Background: an optimization exercise with open tools, aiming at small area. Do not read the settings as production practice.
In this exercise RTL edits were held to simulation tests only and were not proved equivalent to the original.
Power and IR drop assume default switching activity.

**design/flow/flow/run.sh**
```bash
#!/bin/bash
# Standard synthesis (the standard.sh synth, unchanged), then the combinational logic is
# re-mapped by ABC for area with every register kept as synthesis made it (flow/remap.tcl,
# flow/remap.abc), then the standard layout from floorplan on, with these knobs: the
# floorplan step only strips buffers instead of resizing before placement, port buffers use
# the smallest buffer cell, and CTS uses larger sink clusters without dummy loads.
# Each tool's output goes to a log of its own: flow_synth.log, flow_remap.log, flow_make.log.
set -euo pipefail
here=$(pwd)
R=$here/orfs/results/$FLOW_PLATFORM/decode_issue_queue/base
LIB=$FLOW_HOME/platforms/$FLOW_PLATFORM/lib/sky130_fd_sc_hd__tt_025C_1v80.lib
export REMOVE_ABC_BUFFERS=1
export BUFFER_PORTS_ARGS="-buffer_cell sky130_fd_sc_hd__buf_1"
export CTS_ARGS="-sink_clustering_enable -repair_clock_nets -dont_use_dummy_load -sink_clustering_size 30 -sink_clustering_max_diameter 150 -buf_list {sky130_fd_sc_hd__clkbuf_8 sky130_fd_sc_hd__clkbuf_16}"

bash standard.sh synth > flow_synth.log 2>&1

cp $R/1_2_yosys.v $here/standard_1_2_yosys.v
# registers and tie cells of the standard netlist stay as they are
keep=$(grep -oE 'sky130_fd_sc_hd__(df|edf|sdf|dl|conb)[a-z0-9_]*' $here/standard_1_2_yosys.v | sort -u | tr '\n' ' ')
dont_use=$(sed -n '/DONT_USE_CELLS/,/^#/p' $FLOW_HOME/platforms/$FLOW_PLATFORM/config.mk | grep -oE 'sky130_fd_sc_hd__[a-z0-9_]+' | sed 's/^/-dont_use /' | tr '\n' ' ')
REMAP_LIB=$LIB REMAP_KEEP="$keep" REMAP_IN=$here/standard_1_2_yosys.v REMAP_OUT=$here/remap_1_2_yosys.v \
  REMAP_SCRIPT=$here/flow/remap.abc REMAP_DONT_USE="$dont_use" \
  yosys -c $here/flow/remap.tcl > flow_remap.log 2>&1
cp $here/remap_1_2_yosys.v $R/1_2_yosys.v
rm -f $R/1_synth.odb $R/1_synth.sdc

bash standard.sh finish > flow_make.log 2>&1
```
**design/flow/flow/remap.abc**
```
strash
dc2
dch -f
amap
strash
dc2
dch -f
amap
topo
```
**design/flow/flow/remap.tcl**
```tcl
# Re-map the combinational logic of the standard synthesis netlist for area.
# The standard netlist's registers (and tie cells) are kept as they are: their library cells
# are held as hierarchy while every other cell is flattened into gates and mapped again by ABC.
set lib $::env(REMAP_LIB)
set top $::env(FLOW_TOP)
yosys read_liberty -ignore_miss_func $lib
set keep {}
foreach c [split $::env(REMAP_KEEP) " "] { if {$c ne ""} { lappend keep $c } }
if {[llength $keep] > 0} { yosys setattr -mod -set keep_hierarchy 1 {*}$keep }
yosys read_verilog $::env(REMAP_IN)
yosys hierarchy -top $top
yosys flatten
yosys opt -purge
yosys abc -liberty $lib -script $::env(REMAP_SCRIPT) {*}$::env(REMAP_DONT_USE)
yosys opt_clean -purge
yosys select $top
yosys write_verilog -noattr -noexpr -nohex -nodec -selected $::env(REMAP_OUT)
```
**design/flow/standard.sh**
```bash
#!/bin/bash
# synth_recipe.tcl (not shown) runs the flow's synth.tcl, then flattens the netlist and writes it again
# the make line also repeats each setting of config.mk as NAME=value (left out here)
make -C /OpenROAD-flow-scripts/flow DESIGN_CONFIG=/design/flow/config.mk WORK_HOME=/design/flow/orfs CLKGATE_MAP_FILE= SYNTH_SCRIPT=/design/flow/synth_recipe.tcl "${@:-finish}"
```
**design/flow/config.mk**
```make
export PLATFORM = sky130hd
export DESIGN_NAME = decode_issue_queue
export DESIGN_NICKNAME = decode_issue_queue
export VERILOG_FILES = /design/flow/design.v
export SDC_FILE = /design/flow/constraint.sdc
export NUM_CORES = 4
export LEC_CHECK = 0
export CAP_MARGIN = 5
export CORE_MARGIN = 2
export CORE_UTILIZATION = 40
export SLEW_MARGIN = 5
```
**design/flow/constraint.sdc**
```tcl
create_clock -name core_clock -period 6.0 [get_ports {clk}]
set_input_delay 1.2000 -clock core_clock [delete_from_list [all_inputs] [get_ports {clk}]]
set_output_delay 1.2000 -clock core_clock [all_outputs]
set_load 0.01 [all_outputs]
```
**design/flow/design.v**
```verilog
module decode_issue_queue #(
  parameter int DEPTH = 8
) (
  input  logic        clk,
  input  logic        resetn,
  input  logic        flush,
  input  logic [1:0]  in_en,
  input  logic [63:0] in_instr,
  input  logic [63:0] in_pcplus4,
  input  logic [1:0]  in_exc,
  input  logic [1:0]  in_pred,
  output logic        in_ready,
  output logic [1:0]  out_valid,
  output logic [63:0] out_instr,
  output logic [63:0] out_pcplus4,
  output logic [1:0]  out_exc,
  output logic [1:0]  out_pred,
  input  logic        out_ready
);
  localparam int PW = $clog2(DEPTH);
  localparam int CW = PW + 1;
  localparam int RW = PW - 1;       
  localparam int NR = DEPTH / 2;    
  localparam int EW = 66;           
  typedef struct packed {
    logic [31:0] instr;
    logic [31:0] pc4;
    logic        exc;
    logic        pred;
  } entry_t;
  logic [PW-1:0] r_tail;
  logic          r_h0;                   
  logic [NR-1:0] r_hsel_ev, r_hsel_od;    
  logic [CW-1:0] r_count;
  entry_t        w_in0, w_in1, w_din_ev, w_din_od;
  entry_t        w_rd_ev, w_rd_od;
  entry_t        w_e0, w_e1;
  logic [CW-1:0] w_npush, w_npop;
  logic          w_ge1, w_ge2, w_br0, w_push;
  logic [RW-1:0] w_trow, w_trow1;
  function automatic logic f_br(input logic [5:0] op, input logic [5:0] fn);
    f_br = (op >= 6'h01 && op <= 6'h07) || (op == 6'h00 && (fn == 6'h08 || fn == 6'h09));
  endfunction
  assign w_in0 = {in_instr[31:0],  in_pcplus4[31:0],  in_exc[0], in_pred[0]};
  assign w_in1 = {in_instr[63:32], in_pcplus4[63:32], in_exc[1], in_pred[1]};
  assign w_din_ev = r_tail[0] ? w_in1 : w_in0;
  assign w_din_od = r_tail[0] ? w_in0 : w_in1;
  assign w_trow   = r_tail[PW-1:1];
  assign w_trow1  = r_tail[PW-1:1] + RW'(1);
  assign w_push   = in_ready;
  logic [NR*EW-1:0] w_ev, w_od;
  logic w_le7;
  assign w_le7 = (r_count <= CW'(DEPTH - 1));
  for (genvar r = 0; r < NR; r++) begin : g_row
    entry_t r_ev, r_od;
    logic   w_t_ev, w_t1_ev, w_t_od, w_t1_od;    
    logic   w_we_ev, w_we_od, w_hold_ev, w_hold_od;
    assign w_t_ev    = !r_tail[0] && w_trow  == RW'(r);
    assign w_t1_ev   =  r_tail[0] && w_trow1 == RW'(r);
    assign w_t_od    =  r_tail[0] && w_trow  == RW'(r);
    assign w_t1_od   = !r_tail[0] && w_trow  == RW'(r);
    assign w_we_ev   = w_push && ((w_t_ev && in_en[0]) || (w_t1_ev && in_en[1]));
    assign w_we_od   = w_push && ((w_t_od && in_en[0]) || (w_t1_od && in_en[1]));
    assign w_hold_ev = !((w_t_ev && w_le7) || (w_t1_ev && w_push));
    assign w_hold_od = !((w_t_od && w_le7) || (w_t1_od && w_push));
    always_ff @(posedge clk) begin
      r_ev <= (w_din_ev & {EW{w_we_ev}}) | (r_ev & {EW{w_hold_ev}});
      r_od <= (w_din_od & {EW{w_we_od}}) | (r_od & {EW{w_hold_od}});
    end
    assign w_ev[r * EW +: EW] = r_ev;
    assign w_od[r * EW +: EW] = r_od;
  end
  always_comb begin
    w_rd_ev = '0;
    w_rd_od = '0;
    for (int r = 0; r < NR; r++) begin
      w_rd_ev = w_rd_ev | (w_ev[r * EW +: EW] & {EW{r_hsel_ev[r]}});
      w_rd_od = w_rd_od | (w_od[r * EW +: EW] & {EW{r_hsel_od[r]}});
    end
  end
  assign w_e0      = (r_h0 ? w_rd_od : w_rd_ev);
  assign w_e1      = (r_h0 ? w_rd_ev : w_rd_od);
  assign w_ge1    = (r_count != '0);
  assign w_ge2    = (r_count >= CW'(2));
  assign w_br0    = f_br(w_e0.instr[31:26], w_e0.instr[5:0]);
  assign in_ready = (r_count <= CW'(DEPTH - 2));
  function automatic logic f_ser(input logic [5:0] op, input logic [5:0] fn);
    f_ser = (op == 6'h10) || (op == 6'h00 && (fn == 6'h0C || fn == 6'h0D));
  endfunction
  function automatic logic f_md(input logic [5:0] op, input logic [5:0] fn);
    f_md = (op == 6'h00) && (fn[5:3] == 3'b011 || fn[5:2] == 4'b0100);
  endfunction
  function automatic logic [4:0] f_dest(input logic [5:0] op, input logic [4:0] rt,
                                        input logic [4:0] rd);
    logic [4:0] d;
    d = 5'd0;
    if (op == 6'h00)                                d = rd;
    else if (op == 6'h03)                           d = 5'd31;
    else if (op[5:3] == 3'b001 || op[5:3] == 3'b100) d = rt;
    else if (op == 6'h01 && rt[4])                  d = 5'd31;
    f_dest = d;
  endfunction
  function automatic logic f_rt_src(input logic [5:0] op);
    f_rt_src = (op == 6'h00) || (op == 6'h04) || (op == 6'h05) || (op[5:3] == 3'b101);
  endfunction
  logic [5:0] w_op0, w_op1, w_fn0, w_fn1;
  logic [4:0] w_dest0, w_rs1, w_rt1;
  logic       w_raw, w_exc, w_pair_ok;
  assign w_op0   = w_e0.instr[31:26];
  assign w_fn0   = w_e0.instr[5:0];
  assign w_op1   = w_e1.instr[31:26];
  assign w_fn1   = w_e1.instr[5:0];
  assign w_rs1   = w_e1.instr[25:21];
  assign w_rt1   = w_e1.instr[20:16];
  assign w_dest0 = f_dest(w_op0, w_e0.instr[20:16], w_e0.instr[15:11]);
  assign w_raw   = (w_dest0 != 5'd0) &&
                   (w_dest0 == w_rs1 || (f_rt_src(w_op1) && w_dest0 == w_rt1));
  assign w_exc   = w_e0.exc | w_e1.exc;
  always_comb begin
    w_pair_ok = 1'b1;
    if (w_br0)
      w_pair_ok = !(w_raw || w_exc);
    else if (f_br(w_op1, w_fn1) || (w_e0.instr[31] && w_e1.instr[31]) ||
             f_ser(w_op0, w_fn0) || f_ser(w_op1, w_fn1) ||
             (f_md(w_op0, w_fn0) && f_md(w_op1, w_fn1)) || w_raw || w_exc)
      w_pair_ok = 1'b0;
  end
  assign out_valid[1] = w_ge2 && w_pair_ok;
  assign out_valid[0] = w_br0 ? (w_ge2 && w_pair_ok) : w_ge1;
  assign w_npush = in_ready  ? (CW'(in_en[0]) + CW'(in_en[1]))         : '0;
  assign w_npop  = out_ready ? (CW'(out_valid[0]) + CW'(out_valid[1])) : '0;
  logic w_adv_ev, w_adv_od;
  assign w_adv_ev = w_npop[1] || (w_npop[0] && !r_h0);
  assign w_adv_od = w_npop[1] || (w_npop[0] && r_h0);
  always_ff @(posedge clk or negedge resetn) begin
    if (!resetn) begin
      r_h0      <= 1'b0;
      r_hsel_ev <= NR'(1);
      r_hsel_od <= NR'(1);
      r_tail    <= '0;
      r_count   <= '0;
    end else if (flush) begin
      r_h0      <= 1'b0;
      r_hsel_ev <= NR'(1);
      r_hsel_od <= NR'(1);
      r_tail    <= '0;
      r_count   <= '0;
    end else begin
      r_tail  <= r_tail + PW'(w_npush);
      r_h0    <= r_h0 ^ w_npop[0];
      if (w_adv_ev) r_hsel_ev <= {r_hsel_ev[NR-2:0], r_hsel_ev[NR-1]};
      if (w_adv_od) r_hsel_od <= {r_hsel_od[NR-2:0], r_hsel_od[NR-1]};
      r_count <= r_count + w_npush - w_npop;
    end
  end
  assign out_instr   = {w_e1.instr, w_e0.instr};
  assign out_pcplus4 = {w_e1.pc4, w_e0.pc4};
  assign out_exc     = {w_e1.exc, w_e0.exc};
  assign out_pred    = {w_e1.pred, w_e0.pred};
endmodule
```
==> Flow_metrics.wiki, run 1 <==
{| class="wikitable"
! Metric !! Value
|-
| Total power divided by cell area || 718 nW/µm²
|-
| Instance area at placement || 23,300 µm²
|-
| Power spent charging and discharging nets || 8.15 mW
|-
| Wire length of the first global-routing pass || 123,000 µm
|-
| Routed wire length on met2 || 36,800 µm
|-
| Growth of design area from synthesis to finish || 14.3%
|-
| Period utilisation layout || 96.6%
|-
| Port-buffer cells || 272
|-
| Data required time at the worst endpoint || 4.80 ns
|-
| Classification of the worst-slack hold path || reg2reg
|-
| Proportion of power drawn by combinational gates || 53.2%
|-
| RSZ-0062 raised after global routing || no
|-
| Initial cell density of the core || 40.6%
|-
| Buffers & Inverters on Critical Path || 4
|-
| Sequential share of power || 36.3%
|-
| Final HPWL DP || 51,600 µm
|-
| Arrival time worst endpoint || 4.60 ns
|-
| Routed vias/inst || 6.37
|-
| Clock sink total || 544
|-
| Final worst path period need || 5.80 ns
|-
| Final hold violation count || 0
|-
| Post-layout util || 46.4%
|-
| Worst-Skew Late Latency || 0.58 ns
|-
| H-Tree Level Count || 1
|-
| Hold slack final || 0.457 ns
|-
| Share of post-route cells with drive strength above 1 || 4.31%
|-
| Delay contributed by the slowest stage of the critical path || 0.72 ns
|-
| Max-slew headroom at the worst pin || 19.7%
|-
| Number of inserted diodes || 0
|-
| Type of the worst setup path || reg2out
|-
| Initial antenna violation count || 0
|-
| Cts hold-fix bufs || 0
|-
| Area of all placed cells without fillers || 23,900 µm²
|-
| Total clock buffers created by CTS || 22
|-
| Routed length per placed instance || 25.1 µm
|-
| Master of the slowest instance on the critical path || sky130_fd_sc_hd__nor4b_1
|-
| Leakage power total || 8.00 nW
|-
| Die Wd || 233 µm
|-
| Endpoint class of the critical path || output port
|-
| Number of placed I/O pins || 273
|-
| All-Layer GR Usage || 29.7%
|-
| Clock tree from TritonCTS || yes
|-
| Clock network power share || 10.5%
|-
| Post-synthesis average cell area || 9.00 µm²
|-
| Outcome || timing/DRC/antenna clean
|-
| Gate Count Post-Synth || 2,323
|-
| Netlist Area Pre-Place || 20,900 µm²
|-
| Critical Path Start Type || flip-flop
|-
| Top Metal Used || met4
|-
| Gr ovfl total || 0
|-
| Largest fanout on the critical path || 26
|-
| Post-CTS Setup Repair Bufs || 0
|-
| Clock transition time at the flip-flop clock pins of the worst setup and hold paths || 0.11 ns
|-
| Largest delay share family, worst path || simple AND/OR/NAND/NOR gates
|-
| Switch share || 47.5%
|-
| Placer congestion estimate || 0.886
|-
| Number of slew-limit violations in the final report || 0
|-
| # setup viols final || 0
|-
| Transition time at the pin with the least slew margin || 1.20 ns
|-
| Internal power contribution || 9.00 mW
|-
| Total Wirelength || 84,100 µm
|-
| Final routed DRC violation total || 0
|-
| Final #Nets || 2,806
|-
| Count of nets left with antenna violations after detail routing || 0
|-
| Met3 Routed Length || 8270 µm
|-
| Master cell of the clock root buffer || sky130_fd_sc_hd__clkbuf_16
|-
| Worst clock skew || 0.0670 ns
|-
| Number of maximum-capacitance violations || 0
|-
| Cell-by-cell trace of the critical path || buf_4, inv_2, buf_4, o22ai_1, a221oi_1, o22ai_1, nor4b_1, a21oi_1, nor2_1, nor2_1, nor3_4, buf_1
|-
| Largest net degree at the start of global routing || 87
|-
| Number of global-route vias before repair || 19,600
|-
| Yosys warns || 1
|-
| Core region area || 51,500 µm²
|-
| Met1 Wirelength || 35,900 µm
|-
| DR iter-0 viols || 2,304
|-
| Vert. Die Dim || 233 µm
|-
| Total die area || 54,100 µm²
|-
| Cell row count || 83
|-
| Peak VDD IR || 0.000305 V
|-
| Count of vias placed by the detailed router || 21,300
|-
| Timing-limited maximum frequency || 172 MHz
|-
| CTS Buffer Depth || 3
|-
| Drt pass-1 iters || 7
|}
## sequential cells by signal (all words and copies together) (netlist names)
register / cells
r_hsel_od: 4
r_count: 4
r_hsel_ev: 4
g_row.r_ev: 264
r_tail: 3
g_row.r_od: 264
r_h0: 1
## cell type report
cell class / instances / area, µm²
multi-input cells: 1211 / 7970
clock buffers: 22 / 551
flip-flops and latches: 544 / 11000
well taps: 680 / 851
repair buffers: 321 / 1390
inverters: 568 / 2140
fillers: 5037 / 27600
## worst min-delay path, delay by kind of cell, from the launching register on
family	cells	cell delay, ns
flops	1	0.30
compound gates	1	0.06
buf+inv	1	0.04
## worst paths after layout
path                                           start                         to  slack [ns]  cells after the start
setup / recovery            r_hsel_od[2]$_DFFE_PN0P_               out_valid[1]        0.20                     12
hold / removal             g_row[0].r_od[22]$_DFF_P_  g_row[0].r_od[22]$_DFF_P_        0.46                      2
setup reg to reg            r_hsel_od[2]$_DFFE_PN0P_       r_count[3]$_DFF_PN0_        0.83                     21
hold reg to reg            g_row[0].r_od[22]$_DFF_P_  g_row[0].r_od[22]$_DFF_P_        0.46                      2
max in group asynchronous                     resetn             r_h0$_DFF_PN0_        4.53                      1
min in group asynchronous                     resetn        r_tail[1]$_DFF_PN0_        0.75                      1
## repair_timing
action                     4_1_cts  5_1_grt
setup endpoints to repair        2        2
gates resized for setup          1       14
pin swaps                        0        1
## layer usage
layer / global-route usage [%] / vias up
met5: 0 / -
met4: 10.4 / 0
met3: 5.12 / 177
met2: 46.4 / 1194
met1: 41.3 / 10300
li1: - / 9647
## per-stage QoR
| step | setup WS [ns] | setup TNS [ns] | std cells | total power [mW] |
|---|---|---|---|---|
| finish | 0.201 | 0 | 3346 | 17.1 |
| global route | 0.0212 | 0 | 3346 | 18.1 |
| CTS | 0.0417 | 0 | 3346 | 16.9 |
| detailed placement | 0.516 | 0 | 3324 | 15.1 |
| global placement | 0.536 | 0 | 3324 | 14.9 |
| floorplan | -3.98 | -1232.35 | 2323 | 11.6 |
## power by group through the flow
stage | registers [mW] | logic (mW) | clock network [mW]
2_1_floorplan | 6.24 | 5.40 | 0
3_3_place_gp | 6.24 | 8.66 | 0
3_5_place_dp | 6.27 | 8.79 | 0
4_1_cts | 6.20 | 8.84 | 1.81
5_1_grt | 6.38 | 9.76 | 1.92
6_report | 6.22 | 9.13 | 1.80
## cells in the final DEF, fill, tap and decap left out, types with 3 or more instances in the layout
cell type and count:
sky130_fd_sc_hd__dfrtp_2 6, sky130_fd_sc_hd__dfrtp_1 6, sky130_fd_sc_hd__o22a_1 5, sky130_fd_sc_hd__nand3_1 3, sky130_fd_sc_hd__dfxtp_1 528, sky130_fd_sc_hd__nor2_4 6
sky130_fd_sc_hd__inv_2 8, sky130_fd_sc_hd__nor2_1 36, sky130_fd_sc_hd__clkinv_1 558, sky130_fd_sc_hd__clkbuf_16 22, sky130_fd_sc_hd__o22ai_1 915, sky130_fd_sc_hd__nor3_1 10
sky130_fd_sc_hd__nand2_1 13, sky130_fd_sc_hd__a21oi_1 12, sky130_fd_sc_hd__or3_1 3, sky130_fd_sc_hd__a221oi_1 129, sky130_fd_sc_hd__buf_4 48, sky130_fd_sc_hd__a222oi_1 9
sky130_fd_sc_hd__a211oi_1 8, sky130_fd_sc_hd__nor2b_1 5, sky130_fd_sc_hd__or3_4 5, sky130_fd_sc_hd__buf_1 272, sky130_fd_sc_hd__o21ai_0 16
==> run 2: changes to the inputs <==
--- a/design/flow/config.mk
+++ b/design/flow/config.mk
@@ -7,5 +7,5 @@
 export LEC_CHECK = 0
 export CAP_MARGIN = 5
 export CORE_MARGIN = 2
-export CORE_UTILIZATION = 40
+export CORE_UTILIZATION = 55
 export SLEW_MARGIN = 5
==> Flow_metrics.wiki, run 2 <==
{| class="wikitable"
! Metric !! Value
|-
| Final-layout setup total negative slack || 0 ns (unchanged)
|-
| Core region area || 37,600 µm² (-27%)
|-
| Outcome || timing/DRC/antenna clean
|-
| Number of placed I/O pins || 273 (unchanged)
|-
| All-Layer GR Usage || 38.7% (+9.0 points)
|-
| Drt pass-1 iters || 7 (unchanged)
|-
| Cell row count || 71 (-14%)
|-
| Number of inserted diodes || 0 (unchanged)
|-
| Met3 Usage GRT || 7.02% (+1.9 points)
|-
| Critical Path Start Type || flip-flop
|-
| Cell depth of the worst flop-to-flop path || 22 (+4.8%)
|-
| Final worst path period need || 5.83 ns (+0.0326 ns)
|-
| Met2 track utilization from global routing || 62.3% (+16 points)
|-
| Met1 Use GR || 52.1% (+11 points)
|-
| Die Wd || 199 µm (-14%)
|-
| Timing-limited maximum frequency || 171 MHz (-0.56%)
|-
| Arrival time worst endpoint || 4.63 ns (+0.03 ns)
|-
| Cell-by-cell trace of the critical path || inv_2, buf_4, o22ai_1, a221oi_1, o22ai_1, a22o_1, o21a_1, o22ai_1, o221a_1, o21ai_0, nor4_1, a31oi_1, a31oi_2, buf_4, o22ai_1, buf_1
|-
| Delay contributed by the slowest stage of the critical path || 0.53 ns (-0.19 ns)
|-
| Leading cell types in the layout, fill and taps excluded || sky130_fd_sc_hd__o22ai_1 (917), sky130_fd_sc_hd__clkinv_1 (558), sky130_fd_sc_hd__dfxtp_1 (528), sky130_fd_sc_hd__buf_1 (271), sky130_fd_sc_hd__a221oi_1 (129)
|-
| Number of slew-limit violations in the final report || 0 (unchanged)
|-
| Post-synthesis average cell area || 9.00 µm² (unchanged)
|-
| Count of vias placed by the detailed router || 21,400 (+0.40%)
|-
| Gr ovfl total || 0 (unchanged)
|-
| CTS Buffer Depth || 3 (unchanged)
|-
| Most common cell after layout, fill and taps aside || sky130_fd_sc_hd__o22ai_1
|-
| Routed vias/inst || 6.75 (+5.9%)
|-
| Type of the worst setup path || reg2out
|-
| Data required time at the worst endpoint || 4.80 ns (about the same)
|-
| Initial antenna violation count || 2 (+2)
|-
| Yosys warns || 1 (unchanged)
|-
| Clock tree from TritonCTS || yes
|-
| Non-filler cells, final || 3,171 (-5.2%)
|-
| # setup viols final || 0 (unchanged)
|-
| Worst-Skew Late Latency || 0.57 ns (about the same)
|-
| Share of post-route cells with drive strength above 1 || 3.95% (-0.37 points)
|-
| Crit Reg-Reg Startpoint || r_hsel_od[3]$_DFFE_PN0P_
|-
| Routed length per placed instance || 24.9 µm (-0.89%)
|-
| Most frequent cell on the critical path || sky130_fd_sc_hd__o22ai_1
|-
| Growth of design area from synthesis to finish || 13.0%
|-
| Final HPWL DP || 47,100 µm (-8.9%)
|-
| Port-buffer cells || 272 (unchanged)
|-
| Number of maximum-capacitance violations || 0 (unchanged)
|-
| Transition time at the pin with the least slew margin || 1.25 ns (+0.0510 ns)
|-
| Total Wirelength || 78,900 µm (-6.1%)
|-
| Vert. Die Dim || 199 µm (-14%)
|-
| Largest net degree at the start of global routing || 79 (-9.2%)
|-
| Largest delay share family, worst path || compound AO/OA/AOI/OAI gates
|-
| Area of all placed cells without fillers || 23,600 µm² (-1.1%)
|-
| Depth of the worst hold-timing path || 2 (unchanged)
|-
| Leakage power total || 7.97 nW (-0.35%)
|-
| Hold slack final || 0.460 ns (+0.00215 ns)
|-
| Final routed DRC violation total || 0 (unchanged)
|-
| Largest fanout on the critical path || 36 (+38%)
|-
| Placer congestion estimate || 0.896 (+1.1%)
|-
| Hold-critical path endpoint || g_row[1].r_ev[13]$_DFF_P_
|-
| Max-slew headroom at the worst pin || 16.5% (-3.2 points)
|-
| Instance area at placement || 23,000 µm² (-1.1%)
|-
| Period utilisation layout || 97.2% (+0.54 points)
|-
| Clock transition time at the flip-flop clock pins of the worst setup and hold paths || 0.11 ns (about the same)
|-
| Total power divided by cell area || 715 nW/µm² (-0.43%)
|-
| Master cell of the clock root buffer || sky130_fd_sc_hd__clkbuf_16
|-
| Number of global-route vias before repair || 19,900 (+1.3%)
|-
| Total die area || 39,600 µm² (-27%)
|-
| Netlist Area Pre-Place || 20,900 µm² (unchanged)
|-
| Post-layout util || 62.9% (+16 points)
|-
| Wire length of the first global-routing pass || 118,000 µm (-4.1%)
|-
| Cts hold-fix bufs || 0 (unchanged)
|-
| Most heavily used metal layer in global routing || met2
|-
| Count of nets left with antenna violations after detail routing || 0 (unchanged)
|-
| Worst Min Path Start || g_row[1].r_ev[13]$_DFF_P_
|-
| RR Endpoint || r_hsel_od[3]$_DFFE_PN0P_
|-
| Initial cell density of the core || 55.6% (+15 points)
|-
| Buffers & Inverters on Critical Path || 4 (unchanged)
|-
| Number of placed instances, taps included || 3,148 (-5.3%)
|-
| Endpoint class of the critical path || output port
|-
| DR iter-0 viols || 2,095 (-9.1%)
|-
| Total clock buffers created by CTS || 22 (unchanged)
|-
| Master of the slowest instance on the critical path || sky130_fd_sc_hd__buf_4
|-
| Worst clock skew || 0.0705 ns (+0.00350 ns)
|-
| Gate Count Post-Synth || 2,323 (unchanged)
|-
| Clock sink total || 544 (unchanged)
|-
| Classification of the worst-slack hold path || reg2reg
|-
| Regs by FF count || g_row.r_ev x264, g_row.r_od x264
|-
| Final hold violation count || 0 (unchanged)
|-
| H-Tree Level Count || 1 (unchanged)
|-
| Flop2flop setup slack || 0.86 ns (+0.03 ns)
|-
| Peak VDD IR || 0.000340 V (+11%)
|-
| Final #Nets || 2,800 (-0.21%)
|}
## run 2: power by group
group          total [mW]  internal [mW]  switching, mW  leakage, nW
clock network        1.77          0.665           1.11        0.271
logic                8.90           2.97           5.93         3.09
registers            6.22           5.34          0.877         4.61
## run 2: final cells by class
cell class	count	area (µm²)
Tap cell	511	639
Timing Repair Buffer	315	1380
Fill cell	3387	14000
Clock buffer	22	551
Inverter	568	2140
Sequential cell	544	11000
Multi-Input combinational cell	1211	7930
## run 2: layer usage
layer | vias to the layer above | share of wire (%)
li1 | 9615 | -
met3 | 195 | 10
met2 | 1246 | 45
met4 | 4 | 3.7
met1 | 10400 | 41
met5 | - | 0.030
## run 2: repair_timing
item	in CTS	in global routing
buffers inserted	0	1
setup endpoints to repair	1	2
gates resized for setup	1	12
## run 2: worst max path at each step
| stage | startpoint | endpoint | slack (ns) | cells past startpoint |
|---|---|---|---|---|
| floorplan | r_tail[0]$_DFF_PN0_ | g_row[2].r_ev[0]$_DFF_P_ | -3.98 | 5 |
| global placement | r_hsel_ev[1]$_DFFE_PN0P_ | out_valid[0] | 0.69 | 17 |
| detailed placement | r_hsel_ev[1]$_DFFE_PN0P_ | out_valid[0] | 0.62 | 17 |
| CTS | r_hsel_od[1]$_DFFE_PN0P_ | out_valid[0] | 0.02 | 15 |
| global route | r_hsel_od[3]$_DFFE_PN0P_ | out_valid[0] | -0.05 | 17 |
| finish | r_hsel_od[3]$_DFFE_PN0P_ | out_valid[0] | 0.17 | 16 |
## run 2: metrics by stage
stage / power (mW) / setup slack [ns]
after global placement: 14.6 / 0.687
after CTS: 16.6 / 0.0202
after global routing: 17.8 / -0.0540
after floorplan: 11.6 / -3.98
after detailed placement: 14.8 / 0.620
final: 16.9 / 0.169
## run 2: worst reg2reg max path, delay by kind of cell, from the launching register on
family,cells,cell delay [ns]
simple gates,5,0.81
buf+inv,5,1.05
compound gates,12,2.72
flops,1,0.45
==> run 3: changes to the inputs <==
--- a/design/flow/flow/run.sh
+++ b/design/flow/flow/run.sh
@@ -11,7 +11,7 @@
 LIB=$FLOW_HOME/platforms/$FLOW_PLATFORM/lib/sky130_fd_sc_hd__tt_025C_1v80.lib
 export REMOVE_ABC_BUFFERS=1
 export BUFFER_PORTS_ARGS="-buffer_cell sky130_fd_sc_hd__buf_1"
-export CTS_ARGS="-sink_clustering_enable -repair_clock_nets -dont_use_dummy_load -sink_clustering_size 30 -sink_clustering_max_diameter 150 -buf_list {sky130_fd_sc_hd__clkbuf_8 sky130_fd_sc_hd__clkbuf_16}"
+export CTS_ARGS="-sink_clustering_enable -repair_clock_nets -dont_use_dummy_load -sink_clustering_size 16 -sink_clustering_max_diameter 150 -sink_clustering_buffer sky130_fd_sc_hd__clkbuf_8 -tree_buf sky130_fd_sc_hd__clkbuf_16 -buf_list {sky130_fd_sc_hd__clkbuf_8 sky130_fd_sc_hd__clkbuf_16}"
 
 bash standard.sh synth > flow_synth.log 2>&1
 
--- a/design/flow/config.mk
+++ b/design/flow/config.mk
@@ -7,5 +7,5 @@
 export LEC_CHECK = 0
 export CAP_MARGIN = 5
 export CORE_MARGIN = 2
-export CORE_UTILIZATION = 55
+export CORE_UTILIZATION = 40
 export SLEW_MARGIN = 5
==> Flow_metrics.wiki, run 3 <==
{| class="wikitable"
! Metric !! Value
|-
| Number of inserted diodes || 0 (unchanged)
|-
| Crit. path cell count || 12 (-4)
|-
| Type of the worst setup path || reg2out
|-
| Post-CTS Setup Repair Bufs || 0 (unchanged)
|-
| Vert. Die Dim || 233 µm (+17%)
|-
| RSZ-0062 raised after global routing || no
|-
| Placer congestion estimate || 0.886 (-1.1%)
|-
| Final worst path period need || 5.81 ns (-0.0181 ns)
|-
| Clock transition time at the flip-flop clock pins of the worst setup and hold paths || 0.11 ns (about the same)
|-
| Endpoint class of the critical path || output port
|-
| Outcome || timing/DRC/antenna clean
|-
| Leakage power total || 8.03 nW (+0.79%)
|-
| Sequential share of power || 36.2% (-0.6 points)
|-
| Max-slew headroom at the worst pin || 20.7% (+4.2 points)
|-
| # setup viols final || 0 (unchanged)
|-
| Final #Nets || 2,823 (+0.82%)
|-
| Cell-by-cell trace of the critical path || buf_4, inv_2, buf_4, o22ai_1, a221oi_1, o22ai_1, nor4b_1, a21oi_1, nor2_1, nor2_1, nor3_4, buf_1
|-
| All-Layer GR Usage || 30.1% (-8.6 points)
|-
| Data required time at the worst endpoint || 4.80 ns (about the same)
|-
| Wire length of the first global-routing pass || 124,000 µm (+5.1%)
|-
| Initial cell density of the core || 40.6% (-15 points)
|-
| Master cell of the clock root buffer || sky130_fd_sc_hd__clkbuf_16
|-
| Clock tree from TritonCTS || yes
|-
| Number of global-route vias before repair || 19,900 (-0.24%)
|-
| Post-synthesis average cell area || 9.00 µm² (unchanged)
|-
| Peak VDD IR || 0.000302 V (-11%)
|-
| Non-filler cells, final || 3,363 (+6.1%)
|-
| Regs by FF count || g_row.r_ev x264, g_row.r_od x264
|-
| Instance area at placement || 23,300 µm² (+1.1%)
|-
| Switch share || 47.7% (+0.86 points)
|-
| DR iter-0 viols || 2,426 (+16%)
|-
| Post-layout worst setup margin || 0.187 ns (+0.0181 ns)
|-
| Area of all placed cells without fillers || 23,900 µm² (+1.3%)
|-
| Share of post-route cells with drive strength above 1 || 4.92% (+0.97 points)
|-
| Total Wirelength || 84,600 µm (+7.2%)
|-
| Crit Reg-Reg Startpoint || r_hsel_od[2]$_DFFE_PN0P_
|-
| Number of maximum-capacitance violations || 0 (unchanged)
|-
| Count of vias placed by the detailed router || 21,500 (+0.37%)
|-
| Drt pass-1 iters || 5 (-2)
|-
| Total power divided by cell area || 720 nW/µm² (+0.66%)
|-
| Overall power || 17.2 mW (+2.0%)
|-
| Largest fanout on the critical path || 26 (-28%)
|-
| Classification of the worst-slack hold path || reg2reg
|-
| Timing-limited maximum frequency || 172 MHz (+0.31%)
|-
| Master of the slowest instance on the critical path || sky130_fd_sc_hd__nor4b_1
|-
| Number of placed I/O pins || 273 (unchanged)
|-
| Die Wd || 233 µm (+17%)
|-
| Netlist Area Pre-Place || 20,900 µm² (unchanged)
|-
| Routed length per placed instance || 25.2 µm (+1.0%)
|-
| CTS Buffer Depth || 3 (unchanged)
|-
| Setup crit start || r_hsel_od[2]$_DFFE_PN0P_
|-
| Internal power contribution || 9.00 mW (+0.32%)
|-
| Period utilisation layout || 96.9% (-0.30 points)
|-
| Cell row count || 83 (+17%)
|-
| Fillers || 5,044 (+49%)
|-
| RR Endpoint || r_hsel_ev[2]$_DFFE_PN0P_
|-
| Met3 Routed Length || 8470 µm (+5.8%)
|-
| Core region area || 51,500 µm² (+37%)
|-
| Routed vias/inst || 6.39 (-5.4%)
|-
| Critical Path Start Type || flip-flop
|-
| Proportion of power drawn by combinational gates || 53.1% (+0.4 points)
|-
| Post-layout util || 46.5% (-16 points)
|-
| Total clock buffers created by CTS || 39 (+77%)
|-
| Delay contributed by the slowest stage of the critical path || 0.69 ns (+0.16 ns)
|-
| Largest net degree at the start of global routing || 87 (+10%)
|-
| Placement-stage worst setup slack || 0.516 ns (-0.104 ns)
|-
| Routed wire length on met2 || 37,100 µm (+3.7%)
|-
| Critical path endpoint || out_valid[1]
|-
| Yosys warns || 1 (unchanged)
|-
| Total die area || 54,100 µm² (+37%)
|-
| Largest delay share family, worst path || simple AND/OR/NAND/NOR gates
|-
| Final hold violation count || 0 (unchanged)
|-
| Flop2flop setup slack || 0.78 ns (-0.08 ns)
|-
| Number of slew-limit violations in the final report || 0 (unchanged)
|-
| Final routed DRC violation total || 0 (unchanged)
|-
| Initial antenna violation count || 0 (-2)
|-
| Gate Count Post-Synth || 2,323 (unchanged)
|-
| Count of nets left with antenna violations after detail routing || 0 (unchanged)
|-
| Cell depth of the worst flop-to-flop path || 17 (-23%)
|-
| Leading cell types in the layout, fill and taps excluded || sky130_fd_sc_hd__o22ai_1 (915), sky130_fd_sc_hd__clkinv_1 (558), sky130_fd_sc_hd__dfxtp_1 (528), sky130_fd_sc_hd__buf_1 (272), sky130_fd_sc_hd__a221oi_1 (129)
|-
| Final HPWL DP || 51,600 µm (+9.8%)
|-
| Growth of design area from synthesis to finish || 14.5%
|-
| Most common cell after layout, fill and taps aside || sky130_fd_sc_hd__o22ai_1
|-
| Number of placed instances, taps included || 3,324 (+5.6%)
|-
| Clock sink total || 544 (unchanged)
|-
| Met1 Wirelength || 35,900 µm (+11%)
|-
| Clock network power share || 10.8% (+0.3 points)
|-
| Top Metal Used || met4
|-
| Buffers & Inverters on Critical Path || 4 (unchanged)
|-
| Port-buffer cells || 272 (unchanged)
|-
| Transition time at the pin with the least slew margin || 1.19 ns (-0.0664 ns)
|-
| Gr ovfl total || 0 (unchanged)
|-
| Arrival time worst endpoint || 4.61 ns (-0.02 ns)
|-
| Worst-Skew Late Latency || 0.57 ns (about the same)
|-
| Worst clock skew || 0.0233 ns (-0.0473 ns)
|-
| H-Tree Level Count || 2 (+1)
|-
| Power spent charging and discharging nets || 8.21 mW (+3.8%)
|}
[run 3: worst min-delay path by stage]
stage | startpoint | end | slack (ns) | cells after the start
after floorplan | g_row[0].r_ev[65]$_DFF_P_ | g_row[0].r_ev[65]$_DFF_P_ | 0.43 | 2
after global placement | g_row[2].r_od[36]$_DFF_P_ | g_row[2].r_od[36]$_DFF_P_ | 0.44 | 2
after detailed placement | g_row[2].r_od[36]$_DFF_P_ | g_row[2].r_od[36]$_DFF_P_ | 0.45 | 2
after CTS | g_row[2].r_od[36]$_DFF_P_ | g_row[2].r_od[36]$_DFF_P_ | 0.46 | 2
after global routing | g_row[1].r_od[33]$_DFF_P_ | g_row[1].r_od[33]$_DFF_P_ | 0.48 | 2
final | g_row[1].r_od[65]$_DFF_P_ | g_row[1].r_od[65]$_DFF_P_ | 0.46 | 2
[run 3: power groups by stage]
stage                     Combinational (mW)  Sequential, mW  Clock [mW]
after global routing                    9.76            6.38        1.98
after floorplan                         5.40            6.24           0
after detailed placement                8.79            6.27           0
after global placement                  8.66            6.24           0
final                                   9.14            6.23        1.85
after CTS                               8.84            6.20        1.87
[run 3: layer usage]
metal / vias to the layer above / track usage, %
met3: 180 / 5.70
met4: 0 / 11.7
met1: 10400 / 41.2
met5: - / 0
li1: 9674 / -
met2: 1245 / 46.8
[run 3: stage by stage]
| stage | hold slack, ns | TNS, ns |
|---|---|---|
| 2_1_floorplan | 0.434 | -1232.35 |
| 3_3_place_gp | 0.444 | 0 |
| 3_5_place_dp | 0.447 | 0 |
| 4_1_cts | 0.463 | 0 |
| 5_1_grt | 0.477 | 0 |
| 6_report | 0.465 | 0 |
[run 3: worst reg2reg max path, cell delays in order, from the launching register on]
cell	delay (ns)
sky130_fd_sc_hd__dfrtp_2	0.56
sky130_fd_sc_hd__buf_4	0.49
sky130_fd_sc_hd__inv_2	0.32
sky130_fd_sc_hd__o21ai_0	0.30
sky130_fd_sc_hd__o22a_1	0.26
sky130_fd_sc_hd__nor2_1	0.10
sky130_fd_sc_hd__o21a_1	0.27
sky130_fd_sc_hd__o22ai_1	0.32
sky130_fd_sc_hd__clkinv_1	0.14
sky130_fd_sc_hd__a22oi_1	0.15
sky130_fd_sc_hd__a211oi_1	0.09
sky130_fd_sc_hd__a31oi_1	0.37
sky130_fd_sc_hd__a31oi_4	0.12
sky130_fd_sc_hd__o22ai_2	0.32
sky130_fd_sc_hd__nand2_1	0.10
sky130_fd_sc_hd__o21ai_0	0.53
sky130_fd_sc_hd__clkinv_1	0.27
sky130_fd_sc_hd__a221oi_1	0.39
[run 3: area by class of cell]
| cell class | count | area (µm²) | share of cell area (%) |
|---|---|---|---|
| inverters | 568 | 2140 | 8.94 |
| multi-input cells | 1211 | 7970 | 33.3 |
| flip-flops and latches | 544 | 11000 | 45.9 |
| clock buffers | 39 | 593 | 2.48 |
| repair buffers | 321 | 1390 | 5.82 |
| well taps | 680 | 851 | 3.56 |
[run 3: what timing repair did]
action                                  in CTS  in global routing
endpoints found under the setup margin       2                  2
resized for setup                            1                 14
pin swaps                                    0                  1
hold buffers                                 0                  0

==> separate check: timing with driven ports <==
In the flow no input, the clock included, has a driving cell. The finished layouts below were timed again as built, in two steps. Step 1 (the two cells are an assumption about what drives the block):
set clk [get_ports {clk}]
set_driving_cell -lib_cell sky130_fd_sc_hd__clkbuf_16 $clk
set_driving_cell -lib_cell sky130_fd_sc_hd__buf_2 [delete_from_list [all_inputs] $clk]
Step 2 times the ports against the registers' clock, not the clock port: input delays grow and output delays shrink by t, the midpoint of the rising clock arrivals with the driver on. a / b / c = ideal / step 1 / step 2; a / b = the first two.
| run | shift t [ns] | setup WS [ns] | hold slack, ns | worst setup path at the end | pins driven straight from the clock port |
|---|---|---|---|---|---|
| run 1 | 0.609 | 0.201 / 0.142 / 0.751 | 0.457 / 0.457 / 0.457 | register to output | 1 |
| run 2 | 0.599 | 0.169 / 0.110 / 0.710 | 0.460 / 0.460 / 0.460 | register to output | 1 |
| run 3 | 0.613 | 0.187 / 0.127 / 0.739 | 0.465 / 0.465 / 0.465 | register to output | 1 |
After both steps every run listed still meets setup and hold.
